What follows belongs to an exercise in optimizing a design on an open flow for small area; a production flow would make more cautious choices. Function was checked by simulation only, so behaviour that the tests miss may differ from the original.

==> inputs of trial 64 <==
==> flow/design.v <==
package shared_fifo_bank_pkg;
  function automatic integer ptr_width(input integer total_depth);
    ptr_width = (total_depth > 1) ? $clog2(total_depth) : 1;
  endfunction
  function automatic integer cnt_width(input integer total_depth);
    cnt_width = $clog2(total_depth + 1);
  endfunction
endpackage
module shared_fifo_bank
#(
  parameter int NUM_FLOWS    = 16,
  parameter int TOTAL_DEPTH  = 64,
  parameter int MAX_PER_FLOW = 8,
  parameter int DATA_WIDTH   = 8,
  localparam int IDX_WIDTH = $clog2(NUM_FLOWS + 1),
  localparam int SEL_WIDTH = $clog2(NUM_FLOWS),
  localparam int PTR_WIDTH = shared_fifo_bank_pkg::ptr_width(TOTAL_DEPTH),
  localparam int CNT_WIDTH = shared_fifo_bank_pkg::cnt_width(TOTAL_DEPTH)
) (
  input  logic                  clk,
  input  logic                  reset,
  input  logic                  i__push_valid,
  input  logic [IDX_WIDTH-1:0]  i__push_flow_id,
  input  logic [DATA_WIDTH-1:0] i__push_data,
  output logic                  o__push_ready,
  input  logic                  i__reinsert_valid,
  input  logic [DATA_WIDTH-1:0] i__reinsert_data,
  input  logic [IDX_WIDTH-1:0]  i__pop_flow_id,
  input  logic                  i__pop,
  output logic                  o__pop_valid,
  output logic [DATA_WIDTH-1:0] o__pop_data,
  output logic [CNT_WIDTH-1:0]  o__pop_flow_count,
  output logic [CNT_WIDTH-1:0]  o__free_count,
  output logic                  o__overflow
);
  logic [CNT_WIDTH-1:0]  bnd  [NUM_FLOWS+1];
  logic [DATA_WIDTH-1:0] slot [TOTAL_DEPTH];
  logic                  overflow_q;
  logic [SEL_WIDTH-1:0]  pop_sel, push_sel, enq_sel;
  logic                  pop_in_range, push_in_range;
  logic [CNT_WIDTH-1:0]  p_lo, p_hi, q_lo, q_hi, cnt_p, cnt_q, total;
  logic                  full;
  logic                  do_pop, do_push, reinsert_ok, enq;
  logic [PTR_WIDTH-1:0]  a_pos, b_pos, end_pos, x_pos, y_pos;
  logic                  wrap;
  logic [DATA_WIDTH-1:0] enq_data;
  assign pop_sel       = i__pop_flow_id[SEL_WIDTH-1:0];
  assign push_sel      = i__push_flow_id[SEL_WIDTH-1:0];
  assign pop_in_range  = (i__pop_flow_id < IDX_WIDTH'(NUM_FLOWS));
  assign push_in_range = (i__push_flow_id < IDX_WIDTH'(NUM_FLOWS));
  assign p_lo  = bnd[pop_sel];
  assign p_hi  = bnd[{1'b0, pop_sel} + 1'b1];
  assign q_lo  = bnd[push_sel];
  assign q_hi  = bnd[{1'b0, push_sel} + 1'b1];
  assign cnt_p = p_hi - p_lo;
  assign cnt_q = q_hi - q_lo;
  assign total = bnd[NUM_FLOWS] - bnd[0];
  assign full  = (total == CNT_WIDTH'(TOTAL_DEPTH));
  assign o__pop_valid      = pop_in_range && (cnt_p != '0);
  assign o__pop_data       = o__pop_valid ? slot[a_pos] : '0;
  assign o__pop_flow_count = pop_in_range ? cnt_p : '0;
  assign o__free_count     = CNT_WIDTH'(TOTAL_DEPTH) - total;
  assign o__overflow       = overflow_q;
  assign o__push_ready = !i__reinsert_valid && push_in_range &&
                         (cnt_q < CNT_WIDTH'(MAX_PER_FLOW)) && !full;
  assign do_pop      = i__pop && o__pop_valid;
  assign do_push     = i__push_valid && o__push_ready;
  assign reinsert_ok = i__reinsert_valid && pop_in_range && (!full || do_pop);
  assign enq         = reinsert_ok || do_push;
  assign enq_sel     = i__reinsert_valid ? pop_sel : push_sel;
  assign enq_data    = i__reinsert_valid ? i__reinsert_data : i__push_data;
  assign a_pos   = p_lo[PTR_WIDTH-1:0];
  assign b_pos   = i__reinsert_valid ? p_hi[PTR_WIDTH-1:0] : q_hi[PTR_WIDTH-1:0];
  assign end_pos = bnd[NUM_FLOWS][PTR_WIDTH-1:0];
  assign x_pos   = enq ? b_pos : end_pos;
  assign y_pos   = do_pop ? a_pos : end_pos;
  assign wrap    = (x_pos > y_pos);
  for (genvar i = 0; i < TOTAL_DEPTH; i++) begin : g_slot
    logic shift_in, load_new, keep;
    assign shift_in = (PTR_WIDTH'(i) > x_pos) ^ (PTR_WIDTH'(i) > y_pos) ^ wrap;
    assign load_new = enq && (b_pos == PTR_WIDTH'(i));
    assign keep     = !(shift_in || load_new);
    always_ff @(posedge clk) begin
      slot[i] <= ({DATA_WIDTH{keep}}     & slot[i]) |
                 ({DATA_WIDTH{load_new}} & enq_data) |
                 ({DATA_WIDTH{shift_in}} & slot[(i + TOTAL_DEPTH - 1) % TOTAL_DEPTH]);
    end
  end
  logic both_narrow;
  assign both_narrow = do_pop && enq && (enq_sel < pop_sel);
  for (genvar g = 0; g <= NUM_FLOWS; g++) begin : g_bnd
    logic pop_mv, enq_mv, mv;
    assign pop_mv = do_pop && (g <= pop_sel);
    assign enq_mv = enq && (g > enq_sel);
    assign mv     = both_narrow ? (pop_mv && enq_mv) : (pop_mv || enq_mv);
    always_ff @(posedge clk or negedge reset) begin
      if (!reset) bnd[g] <= '0;
      else if (mv) bnd[g] <= bnd[g] + 1'b1;
    end
  end
  always_ff @(posedge clk or negedge reset) begin
    if (!reset) overflow_q <= 1'b0;
    else if (i__reinsert_valid && !reinsert_ok) overflow_q <= 1'b1;
  end
endmodule
module shared_fifo_bank_top (
  input  logic       clk,
  input  logic       reset,
  input  logic       i__push_valid,
  input  logic [4:0] i__push_flow_id,
  input  logic [7:0] i__push_data,
  output logic       o__push_ready,
  input  logic       i__reinsert_valid,
  input  logic [7:0] i__reinsert_data,
  input  logic [4:0] i__pop_flow_id,
  input  logic       i__pop,
  output logic       o__pop_valid,
  output logic [7:0] o__pop_data,
  output logic [6:0] o__pop_flow_count,
  output logic [6:0] o__free_count,
  output logic       o__overflow
);
  shared_fifo_bank #(
    .NUM_FLOWS   (16),
    .TOTAL_DEPTH (64),
    .MAX_PER_FLOW(8),
    .DATA_WIDTH  (8)
  ) u_bank (
    .clk              (clk),
    .reset            (reset),
    .i__push_valid    (i__push_valid),
    .i__push_flow_id  (i__push_flow_id),
    .i__push_data     (i__push_data),
    .o__push_ready    (o__push_ready),
    .i__reinsert_valid(i__reinsert_valid),
    .i__reinsert_data (i__reinsert_data),
    .i__pop_flow_id   (i__pop_flow_id),
    .i__pop           (i__pop),
    .o__pop_valid     (o__pop_valid),
    .o__pop_data      (o__pop_data),
    .o__pop_flow_count(o__pop_flow_count),
    .o__free_count    (o__free_count),
    .o__overflow      (o__overflow)
  );
endmodule
==> flow/run.sh <==
#!/bin/bash
# synth_recipe.tcl (not shown) runs the flow's synth.tcl, then flattens the netlist and writes it again
# the make line also repeats each setting of config.mk as NAME=value (left out here)
make -C /OpenROAD-flow-scripts/flow DESIGN_CONFIG=/design/flow/config.mk WORK_HOME=/design/flow/orfs CLKGATE_MAP_FILE= SYNTH_SCRIPT=/design/flow/synth_recipe.tcl finish
==> flow/config.mk <==
export PLATFORM = sky130hd
export DESIGN_NAME = shared_fifo_bank_top
export DESIGN_NICKNAME = shared_fifo_bank_top
export VERILOG_FILES = /design/flow/design.v
export SDC_FILE = /design/flow/constraint.sdc
export NUM_CORES = 4
export LEC_CHECK = 0
export CAP_MARGIN = 20
export CORE_MARGIN = 2
export CORE_UTILIZATION = 40
export SLEW_MARGIN = 20
==> flow/constraint.sdc <==
create_clock -name core_clock -period 10.0 [get_ports {clk}]
set_input_delay 2.0000 -clock core_clock [delete_from_list [all_inputs] [get_ports {clk}]]
set_output_delay 2.0000 -clock core_clock [all_outputs]
set_load 0.01 [all_outputs]
==> trial 35 (differences from trial 64) <==
==> flow/design.v, changed modules only <==
module shared_fifo_bank
#(
  parameter int NUM_FLOWS    = 16,
  parameter int TOTAL_DEPTH  = 64,
  parameter int MAX_PER_FLOW = 8,
  parameter int DATA_WIDTH   = 8,
  localparam int IDX_WIDTH = $clog2(NUM_FLOWS + 1),
  localparam int SEL_WIDTH = $clog2(NUM_FLOWS),
  localparam int PTR_WIDTH = shared_fifo_bank_pkg::ptr_width(TOTAL_DEPTH),
  localparam int CNT_WIDTH = shared_fifo_bank_pkg::cnt_width(TOTAL_DEPTH)
) (
  input  logic                  clk,
  input  logic                  reset,
  input  logic                  i__push_valid,
  input  logic [IDX_WIDTH-1:0]  i__push_flow_id,
  input  logic [DATA_WIDTH-1:0] i__push_data,
  output logic                  o__push_ready,
  input  logic                  i__reinsert_valid,
  input  logic [DATA_WIDTH-1:0] i__reinsert_data,
  input  logic [IDX_WIDTH-1:0]  i__pop_flow_id,
  input  logic                  i__pop,
  output logic                  o__pop_valid,
  output logic [DATA_WIDTH-1:0] o__pop_data,
  output logic [CNT_WIDTH-1:0]  o__pop_flow_count,
  output logic [CNT_WIDTH-1:0]  o__free_count,
  output logic                  o__overflow
);
  logic [PTR_WIDTH-1:0]  bnd  [NUM_FLOWS+1];
  logic [DATA_WIDTH-1:0] slot [TOTAL_DEPTH];
  logic                  full_q;      
  logic                  mono_q;      
  logic [SEL_WIDTH-1:0]  mono_id;
  logic                  overflow_q;
  logic [SEL_WIDTH-1:0]  pop_sel, push_sel, enq_sel;
  logic                  pop_in_range, push_in_range;
  logic [PTR_WIDTH-1:0]  p_lo, p_hi, q_lo, q_hi, dif_p, dif_q, dif_total;
  logic                  big_p;
  logic                  do_pop, do_push, reinsert_ok, enq;
  logic [PTR_WIDTH-1:0]  a_pos, b_pos, end_pos, x_pos, y_pos;
  logic                  wrap;
  logic [DATA_WIDTH-1:0] enq_data;
  assign pop_sel       = i__pop_flow_id[SEL_WIDTH-1:0];
  assign push_sel      = i__push_flow_id[SEL_WIDTH-1:0];
  assign pop_in_range  = (i__pop_flow_id < IDX_WIDTH'(NUM_FLOWS));
  assign push_in_range = (i__push_flow_id < IDX_WIDTH'(NUM_FLOWS));
  logic [PTR_WIDTH-1:0] p_grp [5];
  logic [PTR_WIDTH-1:0] q_grp [5];
  for (genvar k = 0; k < 5; k++) begin : g_grp
    assign p_grp[k] = bnd[4 * pop_sel[3:2] + k];
    assign q_grp[k] = bnd[4 * push_sel[3:2] + k];
  end
  assign p_lo = p_grp[pop_sel[1:0]];
  assign p_hi = p_grp[pop_sel[1:0] + 3'd1];
  assign q_lo = q_grp[push_sel[1:0]];
  assign q_hi = q_grp[push_sel[1:0] + 3'd1];
  assign dif_p     = p_hi - p_lo;
  assign dif_q     = q_hi - q_lo;
  assign dif_total = bnd[NUM_FLOWS] - bnd[0];
  assign big_p     = mono_q && (mono_id == pop_sel);
  assign o__pop_valid      = pop_in_range && ((dif_p != '0) || big_p);
  assign o__pop_data       = o__pop_valid ? slot[a_pos] : '0;
  assign o__pop_flow_count = pop_in_range ? {big_p, dif_p} : '0;
  assign o__free_count     = {!full_q && (dif_total == '0), PTR_WIDTH'(-dif_total)};
  assign o__overflow       = overflow_q;
  assign o__push_ready = !i__reinsert_valid && push_in_range &&
                         (dif_q < PTR_WIDTH'(MAX_PER_FLOW)) && !full_q;
  assign do_pop      = i__pop && o__pop_valid;
  assign do_push     = i__push_valid && o__push_ready;
  assign reinsert_ok = i__reinsert_valid && pop_in_range && (!full_q || do_pop);
  assign enq         = reinsert_ok || do_push;
  assign enq_sel     = i__reinsert_valid ? pop_sel : push_sel;
  assign enq_data    = i__reinsert_valid ? i__reinsert_data : i__push_data;
  assign a_pos   = p_lo;
  assign b_pos   = i__reinsert_valid ? p_hi : q_hi;
  assign end_pos = bnd[NUM_FLOWS];
  assign x_pos   = enq ? b_pos : end_pos;
  assign y_pos   = do_pop ? a_pos : end_pos;
  assign wrap    = (x_pos > y_pos);
  for (genvar i = 0; i < TOTAL_DEPTH; i++) begin : g_slot
    logic shift_in, load_new, keep;
    assign shift_in = (PTR_WIDTH'(i) > x_pos) ^ (PTR_WIDTH'(i) > y_pos) ^ wrap;
    assign load_new = enq && (b_pos == PTR_WIDTH'(i));
    assign keep     = !(shift_in || load_new);
    always_ff @(posedge clk) begin
      slot[i] <= ({DATA_WIDTH{keep}}     & slot[i]) |
                 ({DATA_WIDTH{load_new}} & enq_data) |
                 ({DATA_WIDTH{shift_in}} & slot[(i + TOTAL_DEPTH - 1) % TOTAL_DEPTH]);
    end
  end
  logic both_narrow;
  assign both_narrow = do_pop && enq && (enq_sel < pop_sel);
  for (genvar g = 0; g <= NUM_FLOWS; g++) begin : g_bnd
    logic pop_mv, enq_mv, mv;
    assign pop_mv = do_pop && (g <= pop_sel);
    assign enq_mv = enq && (g > enq_sel);
    assign mv     = both_narrow ? (pop_mv && enq_mv) : (pop_mv || enq_mv);
    always_ff @(posedge clk or negedge reset) begin
      if (!reset) bnd[g] <= '0;
      else if (mv) bnd[g] <= bnd[g] + 1'b1;
    end
  end
  always_ff @(posedge clk or negedge reset) begin
    if (!reset) begin
      full_q     <= 1'b0;
      mono_q     <= 1'b0;
      overflow_q <= 1'b0;
    end else begin
      if (full_q) begin
        if (do_pop && !enq) begin
          full_q <= 1'b0;
          mono_q <= 1'b0;
        end
      end else if (enq && !do_pop && (dif_total == PTR_WIDTH'(TOTAL_DEPTH - 1))) begin
        full_q <= 1'b1;
        mono_q <= reinsert_ok && (dif_p == PTR_WIDTH'(TOTAL_DEPTH - 1));
      end
      if (i__reinsert_valid && !reinsert_ok) overflow_q <= 1'b1;
    end
  end
  always_ff @(posedge clk) begin
    if (!mono_q) mono_id <= pop_sel;
  end
endmodule
--- a/flow/config.mk
+++ b/flow/config.mk
@@ -5,7 +5,10 @@
 export SDC_FILE = /design/flow/constraint.sdc
 export NUM_CORES = 4
 export LEC_CHECK = 0
-export CAP_MARGIN = 20
+export CAP_MARGIN = 10
 export CORE_MARGIN = 2
 export CORE_UTILIZATION = 40
-export SLEW_MARGIN = 20
+export CTS_CLUSTER_DIAMETER = 120
+export CTS_CLUSTER_SIZE = 24
+export SETUP_SLACK_MARGIN = 0.7
+export SLEW_MARGIN = 10
==> trial 25 (differences from trial 64) <==
==> flow/design.v, changed modules only <==
module shared_fifo_bank
#(
  parameter int NUM_FLOWS    = 16,
  parameter int TOTAL_DEPTH  = 64,
  parameter int MAX_PER_FLOW = 8,
  parameter int DATA_WIDTH   = 8,
  localparam int IDX_WIDTH = $clog2(NUM_FLOWS + 1),
  localparam int SEL_WIDTH = $clog2(NUM_FLOWS),
  localparam int PTR_WIDTH = shared_fifo_bank_pkg::ptr_width(TOTAL_DEPTH),
  localparam int CNT_WIDTH = shared_fifo_bank_pkg::cnt_width(TOTAL_DEPTH)
) (
  input  logic                  clk,
  input  logic                  reset,
  input  logic                  i__push_valid,
  input  logic [IDX_WIDTH-1:0]  i__push_flow_id,
  input  logic [DATA_WIDTH-1:0] i__push_data,
  output logic                  o__push_ready,
  input  logic                  i__reinsert_valid,
  input  logic [DATA_WIDTH-1:0] i__reinsert_data,
  input  logic [IDX_WIDTH-1:0]  i__pop_flow_id,
  input  logic                  i__pop,
  output logic                  o__pop_valid,
  output logic [DATA_WIDTH-1:0] o__pop_data,
  output logic [CNT_WIDTH-1:0]  o__pop_flow_count,
  output logic [CNT_WIDTH-1:0]  o__free_count,
  output logic                  o__overflow
);
  logic [PTR_WIDTH-1:0]  bnd  [NUM_FLOWS+1];
  logic [DATA_WIDTH-1:0] slot [TOTAL_DEPTH];
  logic                  full_q;      
  logic                  mono_q;      
  logic [SEL_WIDTH-1:0]  mono_id;
  logic                  overflow_q;
  logic [SEL_WIDTH-1:0]  pop_sel, push_sel, enq_sel;
  logic                  pop_in_range, push_in_range;
  logic [PTR_WIDTH-1:0]  p_lo, p_hi, q_lo, q_hi, dif_p, dif_q, dif_total;
  logic                  big_p;
  logic                  do_pop, do_push, reinsert_ok, enq;
  logic [PTR_WIDTH-1:0]  a_pos, b_pos, end_pos, x_pos, y_pos;
  logic                  wrap;
  logic [DATA_WIDTH-1:0] enq_data;
  assign pop_sel       = i__pop_flow_id[SEL_WIDTH-1:0];
  assign push_sel      = i__push_flow_id[SEL_WIDTH-1:0];
  assign pop_in_range  = (i__pop_flow_id < IDX_WIDTH'(NUM_FLOWS));
  assign push_in_range = (i__push_flow_id < IDX_WIDTH'(NUM_FLOWS));
  logic [PTR_WIDTH-1:0] p_grp [5];
  logic [PTR_WIDTH-1:0] q_grp [5];
  for (genvar k = 0; k < 5; k++) begin : g_grp
    assign p_grp[k] = bnd[4 * pop_sel[3:2] + k];
    assign q_grp[k] = bnd[4 * push_sel[3:2] + k];
  end
  assign p_lo = p_grp[pop_sel[1:0]];
  assign p_hi = p_grp[pop_sel[1:0] + 3'd1];
  assign q_lo = q_grp[push_sel[1:0]];
  assign q_hi = q_grp[push_sel[1:0] + 3'd1];
  assign dif_p     = p_hi - p_lo;
  assign dif_q     = q_hi - q_lo;
  assign dif_total = bnd[NUM_FLOWS] - bnd[0];
  assign big_p     = mono_q && (mono_id == pop_sel);
  assign o__pop_valid      = pop_in_range && ((dif_p != '0) || big_p);
  assign o__pop_data       = o__pop_valid ? slot[a_pos] : '0;
  assign o__pop_flow_count = pop_in_range ? {big_p, dif_p} : '0;
  assign o__free_count     = {!full_q && (dif_total == '0), PTR_WIDTH'(-dif_total)};
  assign o__overflow       = overflow_q;
  assign o__push_ready = !i__reinsert_valid && push_in_range &&
                         (dif_q < PTR_WIDTH'(MAX_PER_FLOW)) && !full_q;
  assign do_pop      = i__pop && o__pop_valid;
  assign do_push     = i__push_valid && o__push_ready;
  assign reinsert_ok = i__reinsert_valid && pop_in_range && (!full_q || do_pop);
  assign enq         = reinsert_ok || do_push;
  assign enq_sel     = i__reinsert_valid ? pop_sel : push_sel;
  assign enq_data    = i__reinsert_valid ? i__reinsert_data : i__push_data;
  assign a_pos   = p_lo;
  assign b_pos   = i__reinsert_valid ? p_hi : q_hi;
  assign end_pos = bnd[NUM_FLOWS];
  assign x_pos   = enq ? b_pos : end_pos;
  assign y_pos   = do_pop ? a_pos : end_pos;
  assign wrap    = (x_pos > y_pos);
  for (genvar i = 0; i < TOTAL_DEPTH; i++) begin : g_slot
    logic shift_in, load_new, keep;
    assign shift_in = (PTR_WIDTH'(i) > x_pos) ^ (PTR_WIDTH'(i) > y_pos) ^ wrap;
    assign load_new = enq && (b_pos == PTR_WIDTH'(i));
    assign keep     = !(shift_in || load_new);
    always_ff @(posedge clk) begin
      slot[i] <= ({DATA_WIDTH{keep}}     & slot[i]) |
                 ({DATA_WIDTH{load_new}} & enq_data) |
                 ({DATA_WIDTH{shift_in}} & slot[(i + TOTAL_DEPTH - 1) % TOTAL_DEPTH]);
    end
  end
  logic both_narrow;
  assign both_narrow = do_pop && enq && (enq_sel < pop_sel);
  for (genvar g = 0; g <= NUM_FLOWS; g++) begin : g_bnd
    logic pop_mv, enq_mv, mv;
    assign pop_mv = do_pop && (g <= pop_sel);
    assign enq_mv = enq && (g > enq_sel);
    assign mv     = both_narrow ? (pop_mv && enq_mv) : (pop_mv || enq_mv);
    always_ff @(posedge clk or negedge reset) begin
      if (!reset) bnd[g] <= '0;
      else if (mv) bnd[g] <= bnd[g] + 1'b1;
    end
  end
  always_ff @(posedge clk or negedge reset) begin
    if (!reset) begin
      full_q     <= 1'b0;
      mono_q     <= 1'b0;
      overflow_q <= 1'b0;
    end else begin
      if (full_q) begin
        if (do_pop && !enq) begin
          full_q <= 1'b0;
          mono_q <= 1'b0;
        end
      end else if (enq && !do_pop && (dif_total == PTR_WIDTH'(TOTAL_DEPTH - 1))) begin
        full_q <= 1'b1;
        mono_q <= reinsert_ok && (dif_p == PTR_WIDTH'(TOTAL_DEPTH - 1));
      end
      if (i__reinsert_valid && !reinsert_ok) overflow_q <= 1'b1;
    end
  end
  always_ff @(posedge clk) begin
    if (!mono_q) mono_id <= pop_sel;
  end
endmodule
--- a/flow/config.mk
+++ b/flow/config.mk
@@ -5,7 +5,10 @@
 export SDC_FILE = /design/flow/constraint.sdc
 export NUM_CORES = 4
 export LEC_CHECK = 0
-export CAP_MARGIN = 20
+export CAP_MARGIN = 10
 export CORE_MARGIN = 2
-export CORE_UTILIZATION = 40
-export SLEW_MARGIN = 20
+export CORE_UTILIZATION = 50
+export CTS_CLUSTER_DIAMETER = 120
+export CTS_CLUSTER_SIZE = 24
+export SETUP_SLACK_MARGIN = 1.0
+export SLEW_MARGIN = 10
==> summary of the runs <==
Critical path depth: trial 64 > trial 35 > trial 25.
Die area: trial 64 is larger than trial 35 (13%).
Synthesized cell count: trial 25 is smaller than trial 64 (about 22%).
The lowest non-clock buffer count belongs to trial 25, the highest to trial 64.
Area after synthesis: trial 35 is lower than trial 64 (about 12%).
Trial 64 completed and failed the layout checks on setup timing. Trial 35 finished with capacitance limit left. Trial 25 ran to the end with no violations.
==> figures <==
quantity	trial 35	trial 25	trial 64
Status	failed layout checks	no timing/DRC/antenna violations	failed layout checks
Violated checks	capacitance limit	-	setup timing
Critical path's largest stage delay	910 ps	670 ps	1230 ps
Routed metal-1 wirelength	85.3 mm	68.5 mm	97.9 mm
DIE AREA	0.0882 mm^2	0.0708 mm^2	0.0999 mm^2
Maximum capacitance violations	1	0	0
Final std cells w/o fill	4801	4502	5918
Share of the final layout cell area in sequential cells	0.336	0.342	0.296
Wire length of the first global-routing pass	294 mm	273 mm	376 mm
Flip-flop and latch area	0.0130 mm^2	0.0130 mm^2	0.0133 mm^2
Highest achievable clock rate	107 MHz	109 MHz	98.7 MHz
Post-Synth Adder-Cell Area	0.0165	0.0165	0.0152
TritonRoute pass-1 iters	9	10	12

==> static timing again, ports no longer ideal <==
The flow's constraints put no driver on any port. The routed layouts listed below were extracted and timed again, unchanged, in two steps.
Step 1 sets driving cells, clkbuf_16 on the clock port and buf_2 on the other inputs (assumed; they add their load-dependent delay and slew).
Step 2, shift: input delay + t, output delay - t, t = (earliest + latest rising clock arrival at the registers) / 2. This alone moves slack from input paths to output paths.
Three values: no drivers, after step 1, after step 2; two values: the first two.
| run | shift t [ns] | setup WS [ns] | worst setup path after step 2 | clock arrival spread, ns | worst slew at a driven data input, ns |
|---|---|---|---|---|---|
| trial 64 | 0.773 | -0.129 / -0.149 / -0.149 | input to output | 0.048 / 0.048 | 0.07 |
| trial 35 | 0.694 | 0.684 / 0.650 / 0.557 | input to register | 0.057 / 0.058 | 0.04 |
| trial 25 | 0.731 | 0.829 / 0.802 / 0.543 | input to register | 0.047 / 0.048 | 0.09 |
The setup slack of trial 25, which loses most, moves by -0.027 ns with the drivers and by -0.286 ns with both steps.
